From an optimization exercise on the open Yosys and OpenROAD flow, aimed at a short achievable clock period and few clock cycles; shortcuts taken in it are not production practice.
Function was checked by simulation only, so behaviour that the tests miss may differ from the original.
Power and IR drop assume default switching activity.

## flow/run.sh

```bash
#!/bin/bash
# synth_recipe.tcl (not shown) runs the flow's synth.tcl, then flattens the netlist and writes it again
# the make line also repeats each setting of config.mk as NAME=value (left out here)
make -C /OpenROAD-flow-scripts/flow DESIGN_CONFIG=/design/flow/config.mk WORK_HOME=/design/flow/orfs CLKGATE_MAP_FILE= SYNTH_SCRIPT=/design/flow/synth_recipe.tcl finish
```

## flow/config.mk

```make
export PLATFORM = sky130hd
export DESIGN_NAME = cpuCore
export DESIGN_NICKNAME = cpuCore
export VERILOG_FILES = /design/flow/design.v
export SDC_FILE = /design/flow/constraint.sdc
export NUM_CORES = 4
export LEC_CHECK = 0
export CAP_MARGIN = 20
export CORE_MARGIN = 2
export CORE_UTILIZATION = 40
export SLEW_MARGIN = 20
```

## flow/constraint.sdc

```tcl
create_clock -name core_clock -period 6.0 [get_ports {clk}]
set_input_delay 1.2000 -clock core_clock [delete_from_list [all_inputs] [get_ports {clk}]]
set_output_delay 1.2000 -clock core_clock [all_outputs]
set_load 0.01 [all_outputs]
```

## flow/design.v

```verilog
`default_nettype none
package cpuPkg;
    localparam int DATA_W     = 32;
    localparam int REG_ADDR_W = 5;
    localparam int NUM_REGS   = 32;
    localparam logic [DATA_W-1:0] HALT_WORD = '1;
    typedef enum logic [5:0] {
        RTYPE = 6'd0,
        J     = 6'd2,
        BEQ   = 6'd4,
        ADDI  = 6'd8,
        LW    = 6'd35,
        SW    = 6'd43
    } opcodeE;
    typedef enum logic [5:0] {
        ADD = 6'd32,
        SUB = 6'd34,
        AND = 6'd36,
        OR  = 6'd37,
        SLT = 6'd42
    } funcE;
    typedef enum logic [2:0] {
        ALU_ADD = 3'd0,
        ALU_SUB = 3'd1,
        ALU_AND = 3'd2,
        ALU_OR  = 3'd3,
        ALU_SLT = 3'd4
    } aluOpE;
    typedef enum logic [1:0] {
        FWD_REG   = 2'd0,
        FWD_EXMEM = 2'd1,
        FWD_MEMWB = 2'd2
    } fwdSelE;
    typedef struct packed {
        logic  regWrite;
        logic  memRead;
        logic  memWrite;
        logic  memToReg;
        logic  aluSrcImm;
        logic  branch;
        logic  jump;
        logic  halt;
        aluOpE aluOp;
    } ctrlT;
    typedef struct packed {
        ctrlT                  ctrl;
        logic [DATA_W-1:0]     pcNext;
        logic [DATA_W-1:0]     rsVal;
        logic [DATA_W-1:0]     rtVal;
        logic [DATA_W-1:0]     immExt;
        logic [DATA_W-1:0]     jumpTarget;
        logic [REG_ADDR_W-1:0] rsIdx;
        logic [REG_ADDR_W-1:0] rtIdx;
        logic [REG_ADDR_W-1:0] destIdx;
    } idExT;
    typedef struct packed {
        logic                  regWrite;
        logic                  memRead;
        logic                  memWrite;
        logic                  memToReg;
        logic                  halt;
        logic [DATA_W-1:0]     aluResult;
        logic [DATA_W-1:0]     storeData;
        logic [REG_ADDR_W-1:0] destIdx;
    } exMemT;
    typedef struct packed {
        logic                  regWrite;
        logic [REG_ADDR_W-1:0] destIdx;
        logic [DATA_W-1:0]     data;
    } wbT;
    typedef struct packed {
        logic              taken;
        logic [DATA_W-1:0] target;
    } redirectT;
endpackage
`default_nettype wire
`timescale 1ns/1ps
`default_nettype none
import cpuPkg::*;
module regFile (
    input  wire                              clk,
    input  wire                              arstN,
    input  wire  [cpuPkg::REG_ADDR_W-1:0]    rsIdx,
    input  wire  [cpuPkg::REG_ADDR_W-1:0]    rtIdx,
    output logic [cpuPkg::DATA_W-1:0]        rsVal,
    output logic [cpuPkg::DATA_W-1:0]        rtVal,
    input  wire cpuPkg::wbT                  wb
);
    logic [DATA_W-1:0] regs [NUM_REGS];
    logic              wbLive;
    assign wbLive = wb.regWrite && (wb.destIdx != '0);
    always_ff @(posedge clk or negedge arstN) begin
        if (!arstN) begin
            for (int i = 0; i < NUM_REGS; i++) begin
                regs[i] <= '0;
            end
        end else if (wbLive) begin
            regs[wb.destIdx] <= wb.data;
        end
    end
    assign rsVal = (wbLive && wb.destIdx == rsIdx) ? wb.data : regs[rsIdx];
    assign rtVal = (wbLive && wb.destIdx == rtIdx) ? wb.data : regs[rtIdx];
endmodule
`default_nettype wire
`timescale 1ns/1ps
`default_nettype none
import cpuPkg::*;
module fetchStage (
    input  wire                             clk,
    input  wire                             arstN,
    input  wire                             hold,
    input  wire cpuPkg::redirectT           redirect,
    output logic [cpuPkg::DATA_W-1:0]       imemAddr,
    input  wire  [cpuPkg::DATA_W-1:0]       imemData,
    output logic [cpuPkg::DATA_W-1:0]       ifInstr,
    output logic [cpuPkg::DATA_W-1:0]       ifPcNext
);
    logic [DATA_W-1:0] pc;
    logic [DATA_W-1:0] pcPlusOne;
    logic [DATA_W-1:0] pcSel;
    assign pcPlusOne = pc + 1'b1;
    assign imemAddr  = pc;
    always_comb begin
        if (redirect.taken) begin
            pcSel = redirect.target;
        end else if (hold) begin
            pcSel = pc;
        end else begin
            pcSel = pcPlusOne;
        end
    end
    always_ff @(posedge clk or negedge arstN) begin
        if (!arstN) begin
            pc       <= '0;
            ifInstr  <= '0;
            ifPcNext <= '0;
        end else begin
            pc <= pcSel;
            if (redirect.taken) begin
                ifInstr  <= '0;
                ifPcNext <= '0;
            end else if (!hold) begin
                ifInstr  <= imemData;
                ifPcNext <= pcPlusOne;
            end
        end
    end
endmodule
`default_nettype wire
`timescale 1ns/1ps
`default_nettype none
import cpuPkg::*;
module decodeStage (
    input  wire                              clk,
    input  wire                              arstN,
    input  wire  [cpuPkg::DATA_W-1:0]        ifInstr,
    input  wire  [cpuPkg::DATA_W-1:0]        ifPcNext,
    input  wire                              stall,
    input  wire cpuPkg::redirectT            redirect,
    input  wire cpuPkg::wbT                  wb,
    output cpuPkg::idExT                     idEx,
    output logic [cpuPkg::REG_ADDR_W-1:0]    ifRsIdx,
    output logic [cpuPkg::REG_ADDR_W-1:0]    ifRtIdx,
    output logic                             halting
);
    logic [5:0]            opField;
    logic [5:0]            fnField;
    logic [REG_ADDR_W-1:0] rdIdx;
    logic [15:0]           imm16;
    logic [DATA_W-1:0]     rsVal;
    logic [DATA_W-1:0]     rtVal;
    logic                  issueBubble;
    cpuPkg::ctrlT                  ctrl;
    cpuPkg::idExT                  idExNext;
    assign opField = ifInstr[31:26];
    assign ifRsIdx = ifInstr[25:21];
    assign ifRtIdx = ifInstr[20:16];
    assign rdIdx   = ifInstr[15:11];
    assign fnField = ifInstr[5:0];
    assign imm16   = ifInstr[15:0];
    regFile uRegFile (
        .clk   (clk),
        .arstN (arstN),
        .rsIdx (ifRsIdx),
        .rtIdx (ifRtIdx),
        .rsVal (rsVal),
        .rtVal (rtVal),
        .wb    (wb)
    );
    always_comb begin
        ctrl = '0;
        if (ifInstr == HALT_WORD) begin
            ctrl.halt = 1'b1;
        end else begin
            case (opField)
                RTYPE: begin
                    ctrl.regWrite = 1'b1;
                    case (fnField)
                        ADD:     ctrl.aluOp = ALU_ADD;
                        SUB:     ctrl.aluOp = ALU_SUB;
                        AND:     ctrl.aluOp = ALU_AND;
                        OR:      ctrl.aluOp = ALU_OR;
                        SLT:     ctrl.aluOp = ALU_SLT;
                        default: ctrl.regWrite = 1'b0;
                    endcase
                end
                ADDI: begin
                    ctrl.regWrite  = 1'b1;
                    ctrl.aluSrcImm = 1'b1;
                end
                LW: begin
                    ctrl.regWrite  = 1'b1;
                    ctrl.memRead   = 1'b1;
                    ctrl.memToReg  = 1'b1;
                    ctrl.aluSrcImm = 1'b1;
                end
                SW: begin
                    ctrl.memWrite  = 1'b1;
                    ctrl.aluSrcImm = 1'b1;
                end
                BEQ: begin
                    ctrl.branch = 1'b1;
                    ctrl.aluOp  = ALU_SUB;
                end
                J:       ctrl.jump = 1'b1;
                default: ctrl = '0;
            endcase
        end
    end
    always_comb begin
        idExNext.ctrl       = ctrl;
        idExNext.pcNext     = ifPcNext;
        idExNext.rsVal      = rsVal;
        idExNext.rtVal      = rtVal;
        idExNext.immExt     = {{(DATA_W-16){imm16[15]}}, imm16};
        idExNext.jumpTarget = {{(DATA_W-26){1'b0}}, ifInstr[25:0]};
        idExNext.rsIdx      = ifRsIdx;
        idExNext.rtIdx      = ifRtIdx;
        if (!ctrl.regWrite) begin
            idExNext.destIdx = '0;
        end else if (opField == RTYPE) begin
            idExNext.destIdx = rdIdx;
        end else begin
            idExNext.destIdx = ifRtIdx;
        end
    end
    assign issueBubble = redirect.taken | stall | halting;
    always_ff @(posedge clk or negedge arstN) begin
        if (!arstN) begin
            idEx    <= '0;
            halting <= 1'b0;
        end else begin
            idEx <= issueBubble ? '0 : idExNext;
            if (redirect.taken) begin
                halting <= 1'b0;
            end else if (!issueBubble && ctrl.halt) begin
                halting <= 1'b1;
            end
        end
    end
endmodule
`default_nettype wire
`timescale 1ns/1ps
`default_nettype none
import cpuPkg::*;
module hazardUnit (
    input  wire cpuPkg::idExT                idEx,
    input  wire cpuPkg::exMemT               exMem,
    input  wire cpuPkg::wbT                  wb,
    input  wire  [cpuPkg::REG_ADDR_W-1:0]    ifRsIdx,
    input  wire  [cpuPkg::REG_ADDR_W-1:0]    ifRtIdx,
    input  wire                              halting,
    output cpuPkg::fwdSelE                   fwdA,
    output cpuPkg::fwdSelE                   fwdB,
    output logic                             stall,
    output logic                             hold
);
    always_comb begin
        if (exMem.regWrite && exMem.destIdx != '0 && exMem.destIdx == idEx.rsIdx) begin
            fwdA = FWD_EXMEM;
        end else if (wb.regWrite && wb.destIdx != '0 && wb.destIdx == idEx.rsIdx) begin
            fwdA = FWD_MEMWB;
        end else begin
            fwdA = FWD_REG;
        end
    end
    always_comb begin
        if (exMem.regWrite && exMem.destIdx != '0 && exMem.destIdx == idEx.rtIdx) begin
            fwdB = FWD_EXMEM;
        end else if (wb.regWrite && wb.destIdx != '0 && wb.destIdx == idEx.rtIdx) begin
            fwdB = FWD_MEMWB;
        end else begin
            fwdB = FWD_REG;
        end
    end
    assign stall = idEx.ctrl.memRead && (idEx.destIdx != '0) &&
                   ((idEx.destIdx == ifRsIdx) || (idEx.destIdx == ifRtIdx));
    assign hold = stall | halting;
endmodule
`default_nettype wire
`timescale 1ns/1ps
`default_nettype none
import cpuPkg::*;
module executeStage (
    input  wire                     clk,
    input  wire                     arstN,
    input  wire cpuPkg::idExT       idEx,
    output cpuPkg::exMemT           exMem,
    input  wire cpuPkg::fwdSelE     fwdA,
    input  wire cpuPkg::fwdSelE     fwdB,
    input  wire cpuPkg::wbT         wb,
    output cpuPkg::redirectT        redirect
);
    logic [DATA_W-1:0] opA;
    logic [DATA_W-1:0] rtFwd;
    logic [DATA_W-1:0] opB;
    logic [DATA_W-1:0] aluResult;
    logic              takeNext;
    logic [DATA_W-1:0] targetNext;
    cpuPkg::exMemT             exMemNext;
    always_comb begin
        case (fwdA)
            FWD_EXMEM: opA = exMem.aluResult;
            FWD_MEMWB: opA = wb.data;
            default:   opA = idEx.rsVal;
        endcase
    end
    always_comb begin
        case (fwdB)
            FWD_EXMEM: rtFwd = exMem.aluResult;
            FWD_MEMWB: rtFwd = wb.data;
            default:   rtFwd = idEx.rtVal;
        endcase
    end
    assign opB = idEx.ctrl.aluSrcImm ? idEx.immExt : rtFwd;
    always_comb begin
        case (idEx.ctrl.aluOp)
            ALU_SUB: aluResult = opA - opB;
            ALU_AND: aluResult = opA & opB;
            ALU_OR:  aluResult = opA | opB;
            ALU_SLT: aluResult = {{(DATA_W-1){1'b0}}, $signed(opA) < $signed(opB)};
            default: aluResult = opA + opB;
        endcase
    end
    assign takeNext   = !redirect.taken &&
                        ((idEx.ctrl.branch && aluResult == '0) || idEx.ctrl.jump);
    assign targetNext = idEx.ctrl.jump ? idEx.jumpTarget : idEx.pcNext + idEx.immExt;
    always_comb begin
        exMemNext.regWrite  = idEx.ctrl.regWrite;
        exMemNext.memRead   = idEx.ctrl.memRead;
        exMemNext.memWrite  = idEx.ctrl.memWrite;
        exMemNext.memToReg  = idEx.ctrl.memToReg;
        exMemNext.halt      = idEx.ctrl.halt;
        exMemNext.aluResult = aluResult;
        exMemNext.storeData = rtFwd;
        exMemNext.destIdx   = idEx.destIdx;
    end
    always_ff @(posedge clk or negedge arstN) begin
        if (!arstN) begin
            redirect <= '0;
            exMem    <= '0;
        end else begin
            redirect.taken  <= takeNext;
            redirect.target <= targetNext;
            exMem <= redirect.taken ? '0 : exMemNext;
        end
    end
endmodule
`default_nettype wire
`timescale 1ns/1ps
`default_nettype none
import cpuPkg::*;
module memWbStage (
    input  wire                         clk,
    input  wire                         arstN,
    input  wire cpuPkg::exMemT          exMem,
    output logic [cpuPkg::DATA_W-1:0]   dmemAddr,
    output logic [cpuPkg::DATA_W-1:0]   dmemWdata,
    output logic                        dmemRe,
    output logic                        dmemWe,
    input  wire  [cpuPkg::DATA_W-1:0]   dmemRdata,
    output cpuPkg::wbT                  wb,
    output logic                        halted
);
    assign dmemAddr  = exMem.aluResult;
    assign dmemWdata = exMem.storeData;
    assign dmemRe    = exMem.memRead;
    assign dmemWe    = exMem.memWrite;
    always_ff @(posedge clk or negedge arstN) begin
        if (!arstN) begin
            wb     <= '0;
            halted <= 1'b0;
        end else begin
            wb.regWrite <= exMem.regWrite;
            wb.destIdx  <= exMem.destIdx;
            wb.data     <= exMem.memToReg ? dmemRdata : exMem.aluResult;
            if (exMem.halt) begin
                halted <= 1'b1;
            end
        end
    end
endmodule
`default_nettype wire
`timescale 1ns/1ps
`default_nettype none
import cpuPkg::*;
module cpuCore (
    input  wire                         clk,
    input  wire                         arstN,
    output logic [cpuPkg::DATA_W-1:0]   imemAddr,
    input  wire  [cpuPkg::DATA_W-1:0]   imemData,
    output logic [cpuPkg::DATA_W-1:0]   dmemAddr,
    output logic [cpuPkg::DATA_W-1:0]   dmemWdata,
    output logic                        dmemRe,
    output logic                        dmemWe,
    input  wire  [cpuPkg::DATA_W-1:0]   dmemRdata,
    output logic                        halted
);
    logic [DATA_W-1:0]     ifInstr;
    logic [DATA_W-1:0]     ifPcNext;
    logic [REG_ADDR_W-1:0] ifRsIdx;
    logic [REG_ADDR_W-1:0] ifRtIdx;
    cpuPkg::idExT                  idEx;
    cpuPkg::exMemT                 exMem;
    cpuPkg::wbT                    wb;
    cpuPkg::redirectT              redirect;
    cpuPkg::fwdSelE                fwdA;
    cpuPkg::fwdSelE                fwdB;
    logic                  stall;
    logic                  hold;
    logic                  halting;
    fetchStage uFetch (
        .clk(clk), .arstN(arstN), .hold(hold), .redirect(redirect),
        .imemAddr(imemAddr), .imemData(imemData),
        .ifInstr(ifInstr), .ifPcNext(ifPcNext)
    );
    decodeStage uDecode (
        .clk(clk), .arstN(arstN), .ifInstr(ifInstr), .ifPcNext(ifPcNext),
        .stall(stall), .redirect(redirect), .wb(wb), .idEx(idEx),
        .ifRsIdx(ifRsIdx), .ifRtIdx(ifRtIdx), .halting(halting)
    );
    hazardUnit uHazard (
        .idEx(idEx), .exMem(exMem), .wb(wb), .ifRsIdx(ifRsIdx), .ifRtIdx(ifRtIdx),
        .halting(halting), .fwdA(fwdA), .fwdB(fwdB), .stall(stall), .hold(hold)
    );
    executeStage uExecute (
        .clk(clk), .arstN(arstN), .idEx(idEx), .exMem(exMem),
        .fwdA(fwdA), .fwdB(fwdB), .wb(wb), .redirect(redirect)
    );
    memWbStage uMemWb (
        .clk(clk), .arstN(arstN), .exMem(exMem),
        .dmemAddr(dmemAddr), .dmemWdata(dmemWdata), .dmemRe(dmemRe), .dmemWe(dmemWe),
        .dmemRdata(dmemRdata), .wb(wb), .halted(halted)
    );
endmodule
`default_nettype wire
```

==> run summary <==
-- repair_timing --
action / CTS / global route
resized for setup: 0 / 20
hold buffers: 0 / 0
endpoints found under the setup margin: 0 / 3
endpoints found under the hold margin: 0 / 0
-- worst max-delay path: cells and delay by family, from the launching register on --
family,cells,cell delay [ns]
adders and majority gates,2,0.77
DFF,1,0.41
muxes,2,0.49
and+or+nand+nor,5,1.04
buffers and inverters,2,0.35
AOI/OAI and AO/OA,10,2.61
-- per-stage QoR --
step	total power, mW	setup slack (ns)	hold WS (ns)	cell area, sq um	cells
global route	24.0	0.0311	0.281	84100	9093
detailed placement	13.2	0.102	0.368	78500	8805
floorplan	11.9	0.563	0.348	73000	6588
finish	23.3	0.295	0.230	84100	9105
CTS	23.3	0.104	0.268	83900	9088
global placement	13.1	0.191	0.358	78500	8802
-- final cells by class --
cell class / count / area share
diodes: 14 / 0.000416
clock buffers: 208 / 0.0514
clock inverters: 75 / 0.0128
inverters: 137 / 0.00616
multi-input cells: 4389 / 0.421
flip-flops and latches: 1403 / 0.417
well taps: 2370 / 0.0352
repair buffers: 509 / 0.0552
-- cell usage in the layout, fill, tap and decap left out, types with 45 or more instances in the layout --
cell type,netlist,layout
sky130_fd_sc_hd__a221oi_1,330,329
sky130_fd_sc_hd__nor3_1,46,45
sky130_fd_sc_hd__nand3_1,113,108
sky130_fd_sc_hd__a22o_1,320,320
sky130_fd_sc_hd__dfrtp_1,1403,1399
sky130_fd_sc_hd__a22oi_1,325,325
sky130_fd_sc_hd__inv_1,135,135
sky130_fd_sc_hd__nand4_1,155,155
sky130_fd_sc_hd__xor2_1,70,69
sky130_fd_sc_hd__ha_1,128,128
sky130_fd_sc_hd__clkdlybuf4s50_1,0,163
sky130_fd_sc_hd__buf_4,66,314
sky130_fd_sc_hd__o32ai_1,66,59
sky130_fd_sc_hd__nor2_1,463,382
sky130_fd_sc_hd__a211oi_1,51,51
sky130_fd_sc_hd__mux2_2,1042,1042
sky130_fd_sc_hd__nand2_1,208,196
sky130_fd_sc_hd__a21oi_1,272,271
sky130_fd_sc_hd__nor2_4,0,81
sky130_fd_sc_hd__and2_1,84,84
sky130_fd_sc_hd__o21ai_0,179,175
sky130_fd_sc_hd__mux2i_1,106,106
sky130_fd_sc_hd__clkbuf_16,0,157
sky130_fd_sc_hd__xnor2_1,61,60
-- worst paths after layout --
check	slack, ns	end
max	0.29	uExecute.redirect[32]$_DFF_PN0_
min	0.23	uFetch.pc[7]$_DFFE_PN0P_
max reg2reg	0.29	uExecute.redirect[32]$_DFF_PN0_
min reg2reg	0.41	uDecode.uRegFile.regs[0][5]$_DFFE_PN0P_
max in group asynchronous	4.17	uDecode.uRegFile.regs[22][29]$_DFFE_PN0P_
min in group core_clock	0.41	uDecode.uRegFile.regs[0][5]$_DFFE_PN0P_
-- Yosys cell counts (51+ instances only) --
library cell and n:
sky130_fd_sc_hd__inv_1 135, sky130_fd_sc_hd__mux2i_1 106, sky130_fd_sc_hd__ha_1 128, sky130_fd_sc_hd__clkbuf_1 495, sky130_fd_sc_hd__nand3_1 113, sky130_fd_sc_hd__dfrtp_1 1403, sky130_fd_sc_hd__and2_1 84, sky130_fd_sc_hd__a22o_1 320
sky130_fd_sc_hd__o32ai_1 66, sky130_fd_sc_hd__xnor2_1 61, sky130_fd_sc_hd__o21ai_0 179, sky130_fd_sc_hd__nand4_1 155, sky130_fd_sc_hd__a22oi_1 325, sky130_fd_sc_hd__a21oi_1 272, sky130_fd_sc_hd__buf_1 77, sky130_fd_sc_hd__a221oi_1 330
sky130_fd_sc_hd__nand2_1 208, sky130_fd_sc_hd__nor2_1 463, sky130_fd_sc_hd__buf_4 66, sky130_fd_sc_hd__mux2_2 1042, sky130_fd_sc_hd__a211oi_1 51, sky130_fd_sc_hd__xor2_1 70
-- cells by family after synthesis --
logic type / after synthesis / share of synthesized area
AOI/OAI and AO/OA: 1758 / 0.180
DFF: 1403 / 0.481
and+or+nand+nor: 1220 / 0.0802
muxes: 1149 / 0.176
buffers and inverters: 796 / 0.0448
xor gates and xnor gates: 131 / 0.0157
adders and majority gates: 131 / 0.0228
-- power breakdown --
part / internal (mW) / switching (mW)
sequential: 9.90 / 0.423
clock: 5.93 / 4.31
combinational: 1.06 / 1.72
-- state kept, by name, indices dropped and copies added (netlist names) --
signal                 count
uExecute.redirect         33
uExecute.exMem            73
uFetch.ifInstr            32
uDecode.uRegFile.regs   1024
uDecode.idEx             137
uMemWb.wb                 38
uDecode.halting            1
uMemWb.halted              1
uFetch.ifPcNext           32
uFetch.pc                 32
-- layer usage --
metal | up-vias | part of all wire | wire (um)
met3 | 1743 | 0.14 | 46100
met4 | 26 | 0.080 | 26900
li1 | 24700 | - | -
met5 | - | 0.0023 | 760
met2 | 5389 | 0.41 | 136000
met1 | 31900 | 0.37 | 126000
==> impl_metrics.ini <==
[run_status]
run_status = timing/DRC/antenna clean

[placement]
portBuffers = 164
total_half_perimeter_wirelength_after_legalization_and_detailed_placement_mm = 206
globalplace.congestion = 1.01

[yosys]
ys_seq_elements = 1403
count_of_mapped_cells_out_of_synthesis = 6588
dominantRegCellSynth = sky130_fd_sc_hd__dfrtp_1
synth_area_leader_cell = sky130_fd_sc_hd__dfrtp_1
synth-async-reset-ratio = 1.00
top_area_cell_type_share_of_the_netlist_area = 0.481
synthesis.yosys.warnings = 7
synth.avg_cell_area_sq_um = 11.1
post_synth_main_area_contributors = sky130_fd_sc_hd__dfrtp_1 48%, sky130_fd_sc_hd__mux2_2 16%, sky130_fd_sc_hd__a221oi_1 4.0%
post_synth_instance_area_sq_um = 73000
ys_types = 97
synthesis.nets = 6785
sequential_area_share_after_synthesis = 0.481
synth-edff-count = 0

[die]
die_h_um = 431
die_span_in_x_um = 431
placeableCoreArea_sq_um = 181000
start_util = 0.403
num_io_pins = 165
row_count = 156
fp.dieArea_sq_um = 186000

[global_routing]
grt_overflow_total = 0
via_count_of_the_first_global_routing_pass = 61100
global_route.usage.total = 0.353
grt_max_degree = 166
grt_first_pass_wirelength_mm = 470
grt_busiest_layer = met2
grt_use_met3 = 0.142
groute.layer.met1.usage = 0.446
initial_antenna_violation_count = 15
use_met2 = 0.497

[cells_and_area]
final_net_count = 6791
fill_count = 16500
multi_input_comb_area_sq_um = 35500
utilization = 0.465
register_area_sq_um = 35100
flow.area_growth_from_synthesis_pct = 15.3
layout-drive-gt1-share = 0.270

[worst_setup_path]
critical_path_arrival_ns = 6.50
maximum_single_stage_delay_on_the_critical_path_ns = 0.51
slowest_stage_cell_crit_path = sky130_fd_sc_hd__fa_1
critical_path_class = reg2reg
critical_path_peak_fanout = 8
worstSetupStartpointType = flop
crit_path_cell_trace = or2_1 -> o41ai_1 -> nor4_2 -> buf_12 -> mux2i_1 -> a21oi_1 -> mux2_2 -> ha_1 -> fa_1 -> a211oi_2 -> o211ai_1 -> a211oi_1 -> buf_4 -> nor2_1 -> a221oi_2 -> o31ai_1 -> a221o_1 -> a22oi_1 -> nor4b_2 -> and4_1 -> a32o_2
cp-startpoint = uMemWb.wb[35]$_DFF_PN0_
worstRegToRegCells = 21
crit_required_ns = 6.79
worst_r2r_startpoint = uMemWb.wb[35]$_DFF_PN0_
crit_end_element = flop

[sta]
grt_setup_unrepaired = false
worst_slew_pin_slew_ns = 1.30
slew_violations = 0
report.final.hold_viol_count = 0
final_sum_of_negative_setup_slack_ns = 0
layout_min_cycle_time_ns = 5.71
timing.clock.skew_ns = 0.0596
max_freq_mhz = 175
relSlewSlack = 0.134
setup-violations-final = 0
final.period_utilization = 0.951

[clocking]
cts_setup_buffers = 0
clk_pin_slew_worst_paths_ns = 0.06
clk_root_buffer_cell = sky130_fd_sc_hd__clkbuf_16
clk_lat_worst_skew_ns = 0.83
cts_htree_levels = 4
clock_path_buffers = 3
cts.sinks = 1403
cts_buffers = 154
cts_tree = built

[route]
drt-wirelength-per-cell_um = 36.9
antenna_violating_nets_post_route = 0
detailedRoute.firstIterationViolations = 11100
detail_route.vias_per_cell = 7.00
drt-pass1-iter-count = 10
routed_wire_length_mm = 336
via_count = 63700
drc = 0

[flow_run]
cap_viol_max_count = 0

[worst_hold_path]
hold_path_class = in2async

[power_and_ir_drop]
static-leakage-power_nw = 38.4
vdd.ir_drop.worst_mv = 0.303
pwr_density_cell_nw_per_um2 = 277
Testbench counts, summed over its fixed seeds: cycles 40,115.

-- static timing again, ports no longer ideal --
How much do the figures lean on ideal ports? The routed layout below was timed once more, with nothing changed but the port constraints. Step 1 sets driving cells, clkbuf_16 on the clock port and buf_2 on the other inputs (assumed; they add their load-dependent delay and slew). Step 2 times the ports against the registers' clock, not the clock port: input delays grow and output delays shrink by t, the midpoint of the rising clock arrivals with the driver on. a / b / c = no drivers / after step 1 / after step 2; a / b = the first two.
t, ns: 0.913
setup WS [ns]: 0.295 / 0.295 / 0.295
worst slew at a driven data input, ns: 0.09
After both steps setup and hold are still met in this run. For this run, drivers alone change the setup slack by 0.000 ns; drivers and shift together by 0.000 ns.
